What follows belongs to an exercise in optimizing a design on an open flow for small area, a short achievable clock period and few clock cycles per item; a production flow would make more cautious choices.
The RTL was checked by simulation tests, not by an equivalence proof against the original design.
Power and IR drop assume default switching activity.

==> design.v <==
package mesh_pkg;
    typedef logic [32-1:0] data_t;
    typedef logic [$clog2((4 * 4))-1:0] mem_addr_t;
    typedef logic [$clog2((4 * 4)):0]   fill_t;
    typedef logic [((4 / 2) > 1 ? $clog2((4 / 2)) : 1)-1:0] tile_idx_t;
    typedef logic [(2 > 1 ? $clog2(2) : 1)-1:0] elem_idx_t;
    typedef enum logic {
        SCHED_IDLE,
        SCHED_ISSUE
    } sched_state_t;
endpackage
`timescale 1ns/1ps
module operand_store (
    input  logic                clk_i,
    input  logic                rstn_i,
    input  logic                wr_en_i,
    input  mesh_pkg::data_t     wr_data_i,
    input  logic                wr_reset_i,
    input  logic                rd_en_i,
    input  mesh_pkg::mem_addr_t rd_addr_i,
    output mesh_pkg::data_t     rd_data_o,
    output logic                empty_o,
    output logic                full_o
);
    mesh_pkg::data_t     mem [(4 * 4)];
    mesh_pkg::mem_addr_t wr_ptr;
    mesh_pkg::fill_t     fill_cnt;
    logic                wr_accept;
    assign wr_accept = wr_en_i && !full_o && !wr_reset_i;
    always_ff @(posedge clk_i or negedge rstn_i) begin
        if (!rstn_i) begin
            wr_ptr   <= '0;
            fill_cnt <= '0;
        end else if (wr_reset_i) begin
            wr_ptr   <= '0;
            fill_cnt <= '0;
        end else if (wr_accept) begin
            wr_ptr   <= wr_ptr + 1'b1;
            fill_cnt <= fill_cnt + 1'b1;
        end
    end
    always_ff @(posedge clk_i) begin
        if (wr_accept) begin
            mem[wr_ptr] <= wr_data_i;
        end
    end
    always_ff @(posedge clk_i) begin
        if (rd_en_i) begin
            rd_data_o <= mem[rd_addr_i];
        end
    end
    assign empty_o = (fill_cnt == 0);
    assign full_o  = (fill_cnt == (4 * 4));
endmodule
`timescale 1ns/1ps
module block_scheduler (
    input  logic                clk_i,
    input  logic                rstn_i,
    input  logic                start_i,
    input  logic                a_full_i,
    input  logic                b_full_i,
    output logic                clear_o,
    output logic                rd_en_o,
    output mesh_pkg::mem_addr_t a_addr_o,
    output mesh_pkg::mem_addr_t b_addr_o,
    output mesh_pkg::mem_addr_t c_addr_o,
    output logic                first_m_o,
    output logic                last_m_o,
    output logic                first_k_o,
    output logic                last_beat_o,
    output logic                alloc_done_o
);
    mesh_pkg::sched_state_t state_q;
    mesh_pkg::tile_idx_t    i_q, j_q, k_q;
    mesh_pkg::elem_idx_t    r_q, c_q, m_q;
    logic start_ok;
    logic issue;
    logic i_last, j_last, k_last;
    logic r_last, c_last, m_last;
    logic final_beat;
    function automatic logic [$clog2((4 * 4))-1:0] rm_addr(input int unsigned row,
                                                    input int unsigned col);
        int unsigned flat;
        flat = row * 4 + col;
        rm_addr = flat[$clog2((4 * 4))-1:0];
    endfunction
    assign start_ok = (state_q == mesh_pkg::SCHED_IDLE) && start_i && a_full_i && b_full_i;
    assign issue    = (state_q == mesh_pkg::SCHED_ISSUE);
    assign i_last = (i_q == (4 / 2) - 1);
    assign j_last = (j_q == (4 / 2) - 1);
    assign k_last = (k_q == (4 / 2) - 1);
    assign r_last = (r_q == 2 - 1);
    assign c_last = (c_q == 2 - 1);
    assign m_last = (m_q == 2 - 1);
    assign final_beat = i_last && j_last && k_last && r_last && c_last && m_last;
    always_ff @(posedge clk_i or negedge rstn_i) begin
        if (!rstn_i) begin
            state_q <= mesh_pkg::SCHED_IDLE;
        end else if (start_ok) begin
            state_q <= mesh_pkg::SCHED_ISSUE;
        end else if (issue && final_beat) begin
            state_q <= mesh_pkg::SCHED_IDLE;
        end
    end
    always_ff @(posedge clk_i or negedge rstn_i) begin
        if (!rstn_i) begin
            i_q <= '0;
            j_q <= '0;
            k_q <= '0;
            r_q <= '0;
            c_q <= '0;
            m_q <= '0;
        end else if (issue) begin
            m_q <= m_last ? '0 : m_q + 1'b1;
            if (m_last) begin
                c_q <= c_last ? '0 : c_q + 1'b1;
                if (c_last) begin
                    r_q <= r_last ? '0 : r_q + 1'b1;
                    if (r_last) begin
                        k_q <= k_last ? '0 : k_q + 1'b1;
                        if (k_last) begin
                            j_q <= j_last ? '0 : j_q + 1'b1;
                            if (j_last) begin
                                i_q <= i_last ? '0 : i_q + 1'b1;
                            end
                        end
                    end
                end
            end
        end
    end
    always_ff @(posedge clk_i or negedge rstn_i) begin
        if (!rstn_i) begin
            clear_o      <= 1'b0;
            rd_en_o      <= 1'b0;
            last_beat_o  <= 1'b0;
            alloc_done_o <= 1'b0;
        end else begin
            clear_o     <= start_ok;
            rd_en_o     <= issue;
            last_beat_o <= issue && final_beat;
            if (start_ok) begin
                alloc_done_o <= 1'b0;
            end else if (last_beat_o) begin
                alloc_done_o <= 1'b1;
            end
        end
    end
    always_ff @(posedge clk_i) begin
        a_addr_o  <= rm_addr(i_q * 2 + r_q, k_q * 2 + m_q);
        b_addr_o  <= rm_addr(k_q * 2 + m_q, j_q * 2 + c_q);
        c_addr_o  <= rm_addr(i_q * 2 + r_q, j_q * 2 + c_q);
        first_m_o <= (m_q == 0);
        last_m_o  <= m_last;
        first_k_o <= (k_q == 0);
    end
endmodule
`timescale 1ns/1ps
module tile_mac (
    input  logic                clk_i,
    input  logic                rstn_i,
    input  logic                valid_i,
    input  mesh_pkg::data_t     a_i,
    input  mesh_pkg::data_t     b_i,
    input  mesh_pkg::mem_addr_t c_addr_i,
    input  logic                first_m_i,
    input  logic                last_m_i,
    input  logic                first_k_i,
    input  logic                last_beat_i,
    output logic                sum_valid_o,
    output mesh_pkg::data_t     sum_o,
    output mesh_pkg::mem_addr_t sum_addr_o,
    output logic                sum_first_k_o,
    output logic                sum_last_o
);
    logic                valid_q;
    mesh_pkg::mem_addr_t c_addr_q;
    logic                first_m_q, last_m_q, first_k_q, last_beat_q;
    mesh_pkg::data_t     product;
    mesh_pkg::data_t     acc_q;
    mesh_pkg::data_t     acc_next;
    always_ff @(posedge clk_i or negedge rstn_i) begin
        if (!rstn_i) begin
            valid_q <= 1'b0;
        end else begin
            valid_q <= valid_i;
        end
    end
    always_ff @(posedge clk_i) begin
        c_addr_q    <= c_addr_i;
        first_m_q   <= first_m_i;
        last_m_q    <= last_m_i;
        first_k_q   <= first_k_i;
        last_beat_q <= last_beat_i;
    end
    assign product  = a_i * b_i;
    assign acc_next = first_m_q ? product : acc_q + product;
    always_ff @(posedge clk_i or negedge rstn_i) begin
        if (!rstn_i) begin
            sum_valid_o <= 1'b0;
        end else begin
            sum_valid_o <= valid_q && last_m_q;
        end
    end
    always_ff @(posedge clk_i) begin
        if (valid_q) begin
            acc_q <= acc_next;
        end
        if (valid_q && last_m_q) begin
            sum_o         <= acc_next;
            sum_addr_o    <= c_addr_q;
            sum_first_k_o <= first_k_q;
            sum_last_o    <= last_beat_q;
        end
    end
endmodule
`timescale 1ns/1ps
module result_store (
    input  logic                clk_i,
    input  logic                rstn_i,
    input  logic                clear_i,
    input  logic                sum_valid_i,
    input  mesh_pkg::data_t     sum_i,
    input  mesh_pkg::mem_addr_t sum_addr_i,
    input  logic                sum_first_k_i,
    input  logic                sum_last_i,
    input  mesh_pkg::mem_addr_t rd_addr_i,
    output mesh_pkg::data_t     rd_data_o,
    output logic                done_o
);
    mesh_pkg::data_t c_mem [(4 * 4)];
    always_ff @(posedge clk_i) begin
        if (sum_valid_i) begin
            c_mem[sum_addr_i] <= sum_first_k_i ? sum_i : c_mem[sum_addr_i] + sum_i;
        end
        rd_data_o <= c_mem[rd_addr_i];
    end
    always_ff @(posedge clk_i or negedge rstn_i) begin
        if (!rstn_i) begin
            done_o <= 1'b0;
        end else if (clear_i) begin
            done_o <= 1'b0;
        end else if (sum_valid_i && sum_last_i) begin
            done_o <= 1'b1;
        end
    end
endmodule
`timescale 1ns/1ps
module block_matmul_top (
    input  logic                clk_i,
    input  logic                rstn_i,
    input  logic                start_i,
    input  logic                north_wr_en_i,
    input  mesh_pkg::data_t     north_wr_data_i,
    input  logic                north_wr_reset_i,
    input  logic                west_wr_en_i,
    input  mesh_pkg::data_t     west_wr_data_i,
    input  logic                west_wr_reset_i,
    input  mesh_pkg::mem_addr_t result_addr_i,
    output logic                north_empty_o,
    output logic                west_empty_o,
    output logic                alloc_done_o,
    output logic                mult_done_o,
    output mesh_pkg::data_t     result_data_o
);
    logic                a_full, b_full;
    logic                clear;
    logic                rd_en;
    mesh_pkg::mem_addr_t a_addr, b_addr, c_addr;
    logic                first_m, last_m, first_k, last_beat;
    mesh_pkg::data_t     a_data, b_data;
    logic                sum_valid;
    mesh_pkg::data_t     sum;
    mesh_pkg::mem_addr_t sum_addr;
    logic                sum_first_k, sum_last;
    operand_store west_store (
        .clk_i      (clk_i),
        .rstn_i     (rstn_i),
        .wr_en_i    (west_wr_en_i),
        .wr_data_i  (west_wr_data_i),
        .wr_reset_i (west_wr_reset_i),
        .rd_en_i    (rd_en),
        .rd_addr_i  (a_addr),
        .rd_data_o  (a_data),
        .empty_o    (west_empty_o),
        .full_o     (a_full)
    );
    operand_store north_store (
        .clk_i      (clk_i),
        .rstn_i     (rstn_i),
        .wr_en_i    (north_wr_en_i),
        .wr_data_i  (north_wr_data_i),
        .wr_reset_i (north_wr_reset_i),
        .rd_en_i    (rd_en),
        .rd_addr_i  (b_addr),
        .rd_data_o  (b_data),
        .empty_o    (north_empty_o),
        .full_o     (b_full)
    );
    block_scheduler u_sched (
        .clk_i        (clk_i),
        .rstn_i       (rstn_i),
        .start_i      (start_i),
        .a_full_i     (a_full),
        .b_full_i     (b_full),
        .clear_o      (clear),
        .rd_en_o      (rd_en),
        .a_addr_o     (a_addr),
        .b_addr_o     (b_addr),
        .c_addr_o     (c_addr),
        .first_m_o    (first_m),
        .last_m_o     (last_m),
        .first_k_o    (first_k),
        .last_beat_o  (last_beat),
        .alloc_done_o (alloc_done_o)
    );
    tile_mac u_mac (
        .clk_i         (clk_i),
        .rstn_i        (rstn_i),
        .valid_i       (rd_en),
        .a_i           (a_data),
        .b_i           (b_data),
        .c_addr_i      (c_addr),
        .first_m_i     (first_m),
        .last_m_i      (last_m),
        .first_k_i     (first_k),
        .last_beat_i   (last_beat),
        .sum_valid_o   (sum_valid),
        .sum_o         (sum),
        .sum_addr_o    (sum_addr),
        .sum_first_k_o (sum_first_k),
        .sum_last_o    (sum_last)
    );
    result_store u_result (
        .clk_i         (clk_i),
        .rstn_i        (rstn_i),
        .clear_i       (clear),
        .sum_valid_i   (sum_valid),
        .sum_i         (sum),
        .sum_addr_i    (sum_addr),
        .sum_first_k_i (sum_first_k),
        .sum_last_i    (sum_last),
        .rd_addr_i     (result_addr_i),
        .rd_data_o     (result_data_o),
        .done_o        (mult_done_o)
    );
endmodule
==> run.sh <==
#!/bin/bash
# synth_recipe.tcl (not shown) runs the flow's synth.tcl, then flattens the netlist and writes it again
# the make line also repeats each setting of config.mk as NAME=value (left out here)
make -C /OpenROAD-flow-scripts/flow DESIGN_CONFIG=/design/flow/config.mk WORK_HOME=/design/flow/orfs CLKGATE_MAP_FILE= SYNTH_SCRIPT=/design/flow/synth_recipe.tcl finish
==> config.mk <==
export PLATFORM = sky130hd
export DESIGN_NAME = block_matmul_top
export DESIGN_NICKNAME = block_matmul_top
export VERILOG_FILES = /design/flow/design.v
export SDC_FILE = /design/flow/constraint.sdc
export NUM_CORES = 4
export LEC_CHECK = 0
export CAP_MARGIN = 20
export CORE_MARGIN = 2
export CORE_UTILIZATION = 40
export SLEW_MARGIN = 20
==> constraint.sdc <==
create_clock -name core_clock -period 11.0 [get_ports {clk_i}]
set_input_delay 2.2000 -clock core_clock [delete_from_list [all_inputs] [get_ports {clk_i}]]
set_output_delay 2.2000 -clock core_clock [all_outputs]
set_load 0.01 [all_outputs]
==> results.ini <==
[run_status]
status=finished clean

[place]
gp_congestion=0.841
preCtsSetupSlack_ns=1.66
io_buffers=110
dp_hpwl_um=125000

[floorplanning]
rows=171
die_w_um=471
die_y_um=471
fp.dieArea_um2=222000
io_pins=111
core_area_um2=217000
start_util=0.402

[timing]
fmaxAchievable_mhz=106
period_needed_ns=9.44
finalClockSkew_ns=0.0864
worst_hold_slack_ns=0.327
finalCritPeriodShare=0.858
grt_setup_unrepaired=false
totalNegativeSetupSlack_ns=0
slew_headroom=0.244
layout_setup_ws_ns=1.56
tightest_slew_ns=1.13
hold_viol_final=0
slew_viol_final=0
setup_viol=0

[critical_path]
r2r_end=u_mac.acc_q[30]
r2r_cells=30
reg2reg_slack_ns=1.56
start_kind=register
cpMaxStageDelayCell=edfxtp_1
crit_arrival_ns=9.94
worst_setup_path_end_kind=register
crit_required_ns=11.51
max_stage_delay_ns=1.08
path_class=register to register
cpMostUsedCell=fa_1
rr_startpoint=west_store.rd_data_o[13]
crit_fanout=19

[hold_path]
hold_end=u_mac.first_k_q
hp-start=u_sched.first_k_o
holdPathStages=0
hold_path_class=register to register

[logic_synthesis]
async_flop_share=0.0182
avgSynthCellArea_um2=17.4
yosys_warnings=4
synth-seq-cells=1754
syn_inst=5018
synth-edff-count=1670
netlist_area_um2=87200
syn_nets=5702
yosysUniqueCellTypes=65
ys.flop_type=edfxtp_1
ys_seq_area_frac=0.596

[pwr]
seqPwrFrac=0.534
power_frac_clock=0.443
p_leak_nw=33.9
p_int_w=0.0109
power_frac_comb=0.023
ir_drop_mv=0.152
switchingPower_w=0.00283
power.share.switching=0.206
cellPowerDensity_nw_per_um2=140

[cts]
cts_buffers=180
clockRootBuffer=clkbuf_16
holdBufCountCts=0
h-tree-depth=4
cts_tree=yes
post-cts-setup-buffers=0
cts_resized=0
clk_latency_ns=0.85
clock_sinks=1754
clk_path_buf_depth=3
clk_pin_slew_ns=0.06

[drt]
vias_per_cell=5.49
avgRoutedWirePerCell_um=25.7
routed_wl_um=210000
drt_iter0_drc=3884
first_pass_iters=6
drc=0
ant_nets=0
route.vias.total=44800

[final_layout]
drive_gt1_frac=0.208
mostFrequentLayoutCells=edfxtp_1 (1670), mux4_2 (640), inv_1 (428)
nets=5841
final_common_cell=edfxtp_1
syn_to_final_growth_pct=12.5

[grt]
antenna_found_initial=29
grt_pass1_vias=47500
grt_usage=0.191
grt.overflow.total=0
grt_start_max_net_pins=103
grt_pass1_wl_um=314000

[run]
maxCapViolCount=0

worst max-delay path: cells and delay by family (launching register included):
kind	cells	cell delay (ns)
fa+ha+maj	10	4.11
compound gates	14	2.82
flops	1	1.08
simple gates	2	0.68
xor+xnor	2	0.26
buf+inv	2	0.12
Yosys cell counts, types with 44 or more instances:
cell type  count  area [um2]
edfxtp_1    1670       50100
mux4_2       640       14400
inv_1        429        1610
fa_1         410        8210
nand2_1      369        1390
and2_1       282        1760
ha_1         199        2490
clkbuf_1     196         736
nor2_1       118         443
xnor2_1      100         876
a21oi_1       77         385
xor2_1        63         552
dfxtp_1       52        1040
buf_1         49         184
o21ai_0       44         220
metal layers:
| layer | routed length [um] | global-route usage | up-vias |
|---|---|---|---|
| met5 | 155 | 0 | - |
| met4 | 5580 | 0.0541 | 24 |
| met3 | 12200 | 0.0365 | 321 |
| met2 | 103000 | 0.313 | 1280 |
| met1 | 88600 | 0.260 | 24000 |
| li1 | - | - | 19200 |
how the worst max path moves through the flow:
stage	from	slack (ns)	end
floorplan	north_store.rd_data_o[3]	2.64	u_mac.acc_q[30]
global placement	west_store.rd_data_o[11]	1.76	u_mac.acc_q[30]
detailed placement	west_store.rd_data_o[8]	1.66	u_mac.acc_q[30]
CTS	west_store.rd_data_o[8]	1.58	u_mac.acc_q[30]
global route	west_store.rd_data_o[13]	1.11	u_mac.acc_q[30]
finish	west_store.rd_data_o[13]	1.56	u_mac.acc_q[30]
state kept, by name, summed over array words and instances, names as in the netlist, 2 cells and up, named ones only:
name                   cells
north_store.rd_data_o     32
west_store.rd_data_o      32
u_mac.sum_addr_o           4
west_store.mem           512
u_result.rd_data_o        32
north_store.mem          512
u_sched.b_addr_o           2
west_store.wr_ptr          4
u_sched.a_addr_o           4
u_mac.sum_o               32
u_mac.acc_q               32
u_result.c_mem           512
u_mac.c_addr_q             4
north_store.fill_cnt       5
west_store.fill_cnt        5
north_store.wr_ptr         4
cell type report:
cell class                      instances  area (um2)
Clock buffer                          227        4820
Inverter                              429        1610
Sequential cell                      1754       52000
Tap cell                             2854        3570
Multi-Input combinational cell       2587       33100
Antenna cell                            5        12.5
Fill cell                           18600      119000
Clock inverter                        111        1160
Timing Repair Buffer                  205        1860
power by group through the flow:
stage	Combinational [W]	Sequential, W	Clock [W]
finish	0.000318	0.00733	0.00609
global route	0.000345	0.00733	0.00649
CTS	0.000325	0.00733	0.00622
detailed placement	0.000324	0.00747	0
global placement	0.000318	0.00747	0
floorplan	0.000151	0.00747	0
kinds of logic (layout without fill, tap and decap cells):
logic type	Yosys count	after routing	share of synthesized area
fa+ha+maj	609	609	0.123
flops	1754	1754	0.596
xor+xnor	163	163	0.0164
other cells	0	5	0
compound gates	285	285	0.0204
mux	652	652	0.167
buf+inv	677	972	0.0292
simple gates	878	878	0.0488
per-stage QoR:
step	util	total power, W	area, um2	std cells
after floorplan	-	0.00762	87200	5018
after global placement	0.424	0.00779	92100	7825
after detailed placement	0.424	0.00779	92100	7825
after CTS	0.452	0.0139	98000	8163
after global routing	0.452	0.0142	98100	8171
final	0.452	0.0137	98100	8172
Testbench counts, summed over its fixed seeds: cycles 5,440, items 64.

==> port drivers added, routing unchanged <==
The flow's constraints put no driver on any port. The routed layout listed below was extracted and timed again, unchanged, in two steps. Step 1: set_driving_cell puts a clkbuf_16 on clk_i and a buf_2 on each other input, an assumption about the parent block. Step 2 moves the port delays by t, midway between the first and last clock arrival at a register: inputs arrive t later, outputs are due t later. That takes back most of the time a late clock gives input paths. Three values: ideal, step 1, step 2; two values: the first two.
shift t [ns]: 0.895
setup slack, ns: 1.564 / 1.564 / 1.564
worst setup path after step 2: register to register
cell pins on the clock port's net: 1
After both steps this run still meets setup and hold. The setup slack of this run moves by 0.000 ns with the drivers and by 0.000 ns with both steps.
